Background: an optimization exercise with open tools, aiming at small area. Do not read the settings as production practice. The RTL was checked by simulation tests, not by an equivalence proof against the original design. Power figures rest on the tool's default switching activity, not on a simulated workload.

==> try-quartz <==
==> flow/design.v <==
package sa_pkg;
  localparam int SA_DEPTH          = 18;
  localparam int SA_WIDTHS         = 1920;
  localparam int SA_ADDR_WIDTH     = 5;
  localparam int SA_IN_WIDTH       = 32;
  localparam int SA_WORDS_PER_LINE = SA_WIDTHS / SA_IN_WIDTH;
  typedef enum logic [1:0] {IDLE, FILL, WRITE, DONE} sa_state_e;
endpackage
module sa_line_packer #(
  parameter int IN_WIDTH = sa_pkg::SA_IN_WIDTH,
  parameter int WORDS    = sa_pkg::SA_WORDS_PER_LINE
) (
  input  logic                clk,
  input  logic                rst_n,
  input  logic                clr_i,
  input  logic                acc_i,
  input  logic [IN_WIDTH-1:0] word_i,
  output logic                last_o,
  output logic [IN_WIDTH*WORDS-1:0] line_nxt_o
);
  localparam int LW      = IN_WIDTH * WORDS;
  localparam int CW      = WORDS > 1 ? $clog2(WORDS) : 1;
  logic [CW-1:0] cnt_q, cnt_d;
  logic [LW-1:0] line_q;
  assign last_o = cnt_q == CW'(WORDS - 1);
  assign cnt_d  = clr_i ? '0 : !acc_i ? cnt_q : last_o ? '0 : cnt_q + 1'b1;
  always_comb begin
    line_nxt_o = line_q;
    if (acc_i) line_nxt_o[cnt_q*IN_WIDTH +: IN_WIDTH] = word_i;
  end
  always_ff @(posedge clk or negedge rst_n) begin
    if (!rst_n) begin
      cnt_q  <= '0;
      line_q <= '0;
    end else begin
      cnt_q  <= cnt_d;
      line_q <= line_nxt_o;
    end
  end
endmodule
module sa_line_loader #(
  parameter int DEPTH      = sa_pkg::SA_DEPTH,
  parameter int WIDTHS     = sa_pkg::SA_WIDTHS,
  parameter int ADDR_WIDTH = sa_pkg::SA_ADDR_WIDTH,
  parameter int IN_WIDTH   = sa_pkg::SA_IN_WIDTH
) (
  input  logic                  clk,
  input  logic                  rst_n,
  input  logic                  start,
  input  logic [IN_WIDTH-1:0]   in_data,
  input  logic                  in_valid,
  output logic                  in_ready,
  output logic [WIDTHS-1:0]     wData,
  output logic                  wEn,
  output logic [ADDR_WIDTH-1:0] wAddr,
  output logic                  busy,
  output logic                  done
);
  localparam int WPL = WIDTHS / IN_WIDTH;
  if (WIDTHS % IN_WIDTH != 0 || DEPTH > 2**ADDR_WIDTH) begin : g_bad_cfg
    $error("sa_line_loader: WIDTHS must be a multiple of IN_WIDTH and DEPTH must fit ADDR_WIDTH");
  end
  sa_pkg::sa_state_e             state_q, state_d;
  logic [ADDR_WIDTH-1:0] addr_q, addr_d, waddr_q, waddr_d;
  logic [WIDTHS-1:0]     wdata_q, wdata_d, line_nxt;
  logic                  wen_q, wen_d, acc, clr, last;
  assign in_ready = state_q == sa_pkg::FILL;
  assign busy     = state_q == sa_pkg::FILL || state_q == sa_pkg::WRITE;
  assign done     = state_q == sa_pkg::DONE;
  assign acc      = in_valid && in_ready;
  assign clr      = start && (state_q == sa_pkg::IDLE || state_q == sa_pkg::DONE);
  assign wEn      = wen_q;
  assign wData    = wdata_q;
  assign wAddr    = waddr_q;
  sa_line_packer #(.IN_WIDTH(IN_WIDTH), .WORDS(WPL)) u_packer (
    .clk        (clk),
    .rst_n      (rst_n),
    .clr_i      (clr),
    .acc_i      (acc),
    .word_i     (in_data),
    .last_o     (last),
    .line_nxt_o (line_nxt)
  );
  always_comb begin
    state_d = state_q;
    addr_d  = addr_q;
    wen_d   = 1'b0;
    wdata_d = wdata_q;
    waddr_d = waddr_q;
    case (state_q)
      sa_pkg::IDLE, sa_pkg::DONE: begin
        if (start) begin
          state_d = sa_pkg::FILL;
          addr_d  = '0;
        end
      end
      sa_pkg::FILL: begin
        if (acc && last) begin
          state_d = sa_pkg::WRITE;
          wen_d   = 1'b1;
          wdata_d = line_nxt;
          waddr_d = addr_q;
        end
      end
      default: begin
        state_d = addr_q == ADDR_WIDTH'(DEPTH - 1) ? sa_pkg::DONE : sa_pkg::FILL;
        addr_d  = addr_q == ADDR_WIDTH'(DEPTH - 1) ? addr_q : addr_q + 1'b1;
      end
    endcase
  end
  always_ff @(posedge clk or negedge rst_n) begin
    if (!rst_n) begin
      state_q <= sa_pkg::IDLE;
      addr_q  <= '0;
      wen_q   <= 1'b0;
      wdata_q <= '0;
      waddr_q <= '0;
    end else begin
      state_q <= state_d;
      addr_q  <= addr_d;
      wen_q   <= wen_d;
      wdata_q <= wdata_d;
      waddr_q <= waddr_d;
    end
  end
endmodule
==> flow/run.sh <==
#!/bin/bash
# synth_recipe.tcl (not shown) runs the flow's synth.tcl, then flattens the netlist and writes it again
# the make line also repeats each setting of config.mk as NAME=value (left out here)
make -C /OpenROAD-flow-scripts/flow DESIGN_CONFIG=/design/flow/config.mk WORK_HOME=/design/flow/orfs CLKGATE_MAP_FILE= SYNTH_SCRIPT=/design/flow/synth_recipe.tcl finish
==> flow/config.mk <==
export PLATFORM = sky130hd
export DESIGN_NAME = sa_line_loader
export DESIGN_NICKNAME = sa_line_loader
export VERILOG_FILES = /design/flow/design.v
export SDC_FILE = /design/flow/constraint.sdc
export NUM_CORES = 4
export LEC_CHECK = 0
export CAP_MARGIN = 20
export CORE_MARGIN = 2
export CORE_UTILIZATION = 40
export SLEW_MARGIN = 20
==> flow/constraint.sdc <==
create_clock -name core_clock -period 5.0 [get_ports {clk}]
set_input_delay 1.0000 -clock core_clock [delete_from_list [all_inputs] [get_ports {clk}]]
set_output_delay 1.0000 -clock core_clock [all_outputs]
set_load 0.01 [all_outputs]
==> try-willow (differences from try-quartz) <==
==> flow/design.v (replaced) <==
package sa_pkg;
  localparam int SA_DEPTH          = 18;
  localparam int SA_WIDTHS         = 1920;
  localparam int SA_ADDR_WIDTH     = 5;
  localparam int SA_IN_WIDTH       = 32;
  localparam int SA_WORDS_PER_LINE = SA_WIDTHS / SA_IN_WIDTH;
  typedef enum logic [1:0] {IDLE, FILL, WRITE, DONE} sa_state_e;
endpackage
module sa_line_packer #(
  parameter int IN_WIDTH = sa_pkg::SA_IN_WIDTH,
  parameter int WORDS    = sa_pkg::SA_WORDS_PER_LINE
) (
  input  logic                clk,
  input  logic                rst_n,
  input  logic                fill_i,
  input  logic                valid_i,
  input  logic [IN_WIDTH-1:0] word_n_i,
  output logic                last_o,
  output logic [IN_WIDTH*(WORDS-1)-1:0] stage_o
);
  localparam int SW = IN_WIDTH * (WORDS - 1);
  localparam int CW = WORDS > 1 ? $clog2(WORDS) : 1;
  logic [CW-1:0] cnt_q;
  logic [SW-1:0] stage_q;
  logic          acc;
  assign acc    = valid_i && fill_i;
  assign last_o = cnt_q == CW'(WORDS - 1);
  assign stage_o = stage_q;
  always_ff @(posedge clk or negedge rst_n) begin
    if (!rst_n) cnt_q <= '0;
    else if (acc) cnt_q <= last_o ? '0 : cnt_q + 1'b1;
  end
  always_ff @(posedge clk) begin
    if (valid_i) stage_q <= {stage_q[SW-IN_WIDTH-1:0], word_n_i};
  end
endmodule
module sa_line_loader #(
  parameter int DEPTH      = sa_pkg::SA_DEPTH,
  parameter int WIDTHS     = sa_pkg::SA_WIDTHS,
  parameter int ADDR_WIDTH = sa_pkg::SA_ADDR_WIDTH,
  parameter int IN_WIDTH   = sa_pkg::SA_IN_WIDTH
) (
  input  logic                  clk,
  input  logic                  rst_n,
  input  logic                  start,
  input  logic [IN_WIDTH-1:0]   in_data,
  input  logic                  in_valid,
  output logic                  in_ready,
  output logic [WIDTHS-1:0]     wData,
  output logic                  wEn,
  output logic [ADDR_WIDTH-1:0] wAddr,
  output logic                  busy,
  output logic                  done
);
  localparam int WPL = WIDTHS / IN_WIDTH;
  if (WIDTHS % IN_WIDTH != 0 || DEPTH > 2**ADDR_WIDTH) begin : g_bad_cfg
    $error("sa_line_loader: WIDTHS must be a multiple of IN_WIDTH and DEPTH must fit ADDR_WIDTH");
  end
  localparam logic [1:0] S_IDLE = 2'b00, S_FILL = 2'b01, S_WRITE = 2'b11, S_DONE = 2'b10;
  logic [1:0]            state_q;
  logic [ADDR_WIDTH-1:0] waddr_q;
  logic                  first_q, wvld_q, last, load;
  logic [WIDTHS-1:0]     wdata_nq;
  logic [IN_WIDTH-1:0]   word_n;
  logic [WIDTHS-IN_WIDTH-1:0] stage_n;
  logic [WIDTHS-1:0]     line_n;
  assign in_ready = state_q == S_FILL;
  assign busy     = state_q[0];
  assign done     = state_q == S_DONE;
  assign wEn      = state_q == S_WRITE;
  assign wAddr    = waddr_q;
  assign wData    = ~wdata_nq & {WIDTHS{wvld_q}};
  assign word_n   = ~in_data;
  assign load     = in_ready && in_valid && last;
  sa_line_packer #(.IN_WIDTH(IN_WIDTH), .WORDS(WPL)) u_packer (
    .clk      (clk),
    .rst_n    (rst_n),
    .fill_i   (in_ready),
    .valid_i  (in_valid),
    .word_n_i (word_n),
    .last_o   (last),
    .stage_o  (stage_n)
  );
  for (genvar j = 0; j < WPL - 1; j++) begin : g_line
    assign line_n[j*IN_WIDTH +: IN_WIDTH] = stage_n[(WPL-2-j)*IN_WIDTH +: IN_WIDTH];
  end
  assign line_n[(WPL-1)*IN_WIDTH +: IN_WIDTH] = word_n;
  always_ff @(posedge clk or negedge rst_n) begin
    if (!rst_n) begin
      state_q <= S_IDLE;
      waddr_q <= '0;
      wvld_q  <= 1'b0;
    end else begin
      case (state_q)
        S_FILL:  if (load) state_q <= S_WRITE;
        S_WRITE: state_q <= waddr_q == ADDR_WIDTH'(DEPTH - 1) ? S_DONE : S_FILL;
        default: if (start) state_q <= S_FILL;
      endcase
      if (load) begin
        waddr_q <= first_q ? '0 : waddr_q + 1'b1;
        wvld_q  <= 1'b1;
      end
    end
  end
  always_ff @(posedge clk) begin
    if (!state_q[0] && start) first_q <= 1'b1;
    else if (load) first_q <= 1'b0;
    if (load) wdata_nq <= line_n;
  end
endmodule
==> qor summary <==
|  | try-willow | try-quartz |
|---|---|---|
| Status | finished clean | finished clean |
| Number of gates on the worst path with buffers counted | 4 | 10 |
| Power attributed to combinational cells | 20.8 mW | 8.48 mW |
| Multi-input combinational gate total | 1979 | 7719 |
| Synth area leader | edfxtp_1 | dfrtp_1 |
| Clock network power | 27.9 mW | 31.4 mW |
| Fill cell instance count of the final layout | 25100 | 34200 |
| Gate Count Post-Synth | 6054 | 13300 |
| Number of antenna violations at the first check in global routing | 41 | 69 |
| Critical Setup Path Class | reg2out | reg2reg |
| Power density normalized to cell area | 524 mW/mm^2 | 372 mW/mm^2 |
| Non-clock buffer share | 12.7% | 12.1% |
| Mux share of post-synthesis cell area | 0.0322% | 11.8% |
| Most instantiated library cell after synthesis | edfxtp_1 | dfrtp_1 |
| Worst-skew pair later-pin latency | 0.94 ns | 1.02 ns |
| Final core utilization | 52.1% | 50.5% |

-- separate check: timing with driven ports --
In the flow no input, the clock included, has a driving cell. The finished layouts below were timed again as built, in two steps.
Step 1 assumes that a clkbuf_16 drives the clock port and a buf_2 every other input.
Step 2 times the ports against the registers' clock, not the clock port: input delays grow and output delays shrink by t, the midpoint of the rising clock arrivals with the driver on.
a / b / c = ideal / step 1 / step 2; a / b = the first two.
run	t, ns	setup WS [ns]	worst hold slack (ns)	pins driven straight from the clock port
try-quartz	1.083	0.648 / 0.648 / 0.442	0.005 / -0.027 / 0.410	1
try-willow	1.009	0.626 / 0.515 / 0.832	0.372 / 0.372 / 0.372	1
After both steps every run listed still meets setup and hold. The setup slack of try-quartz, which loses most, moves by 0.000 ns with the drivers and by -0.206 ns with both steps.
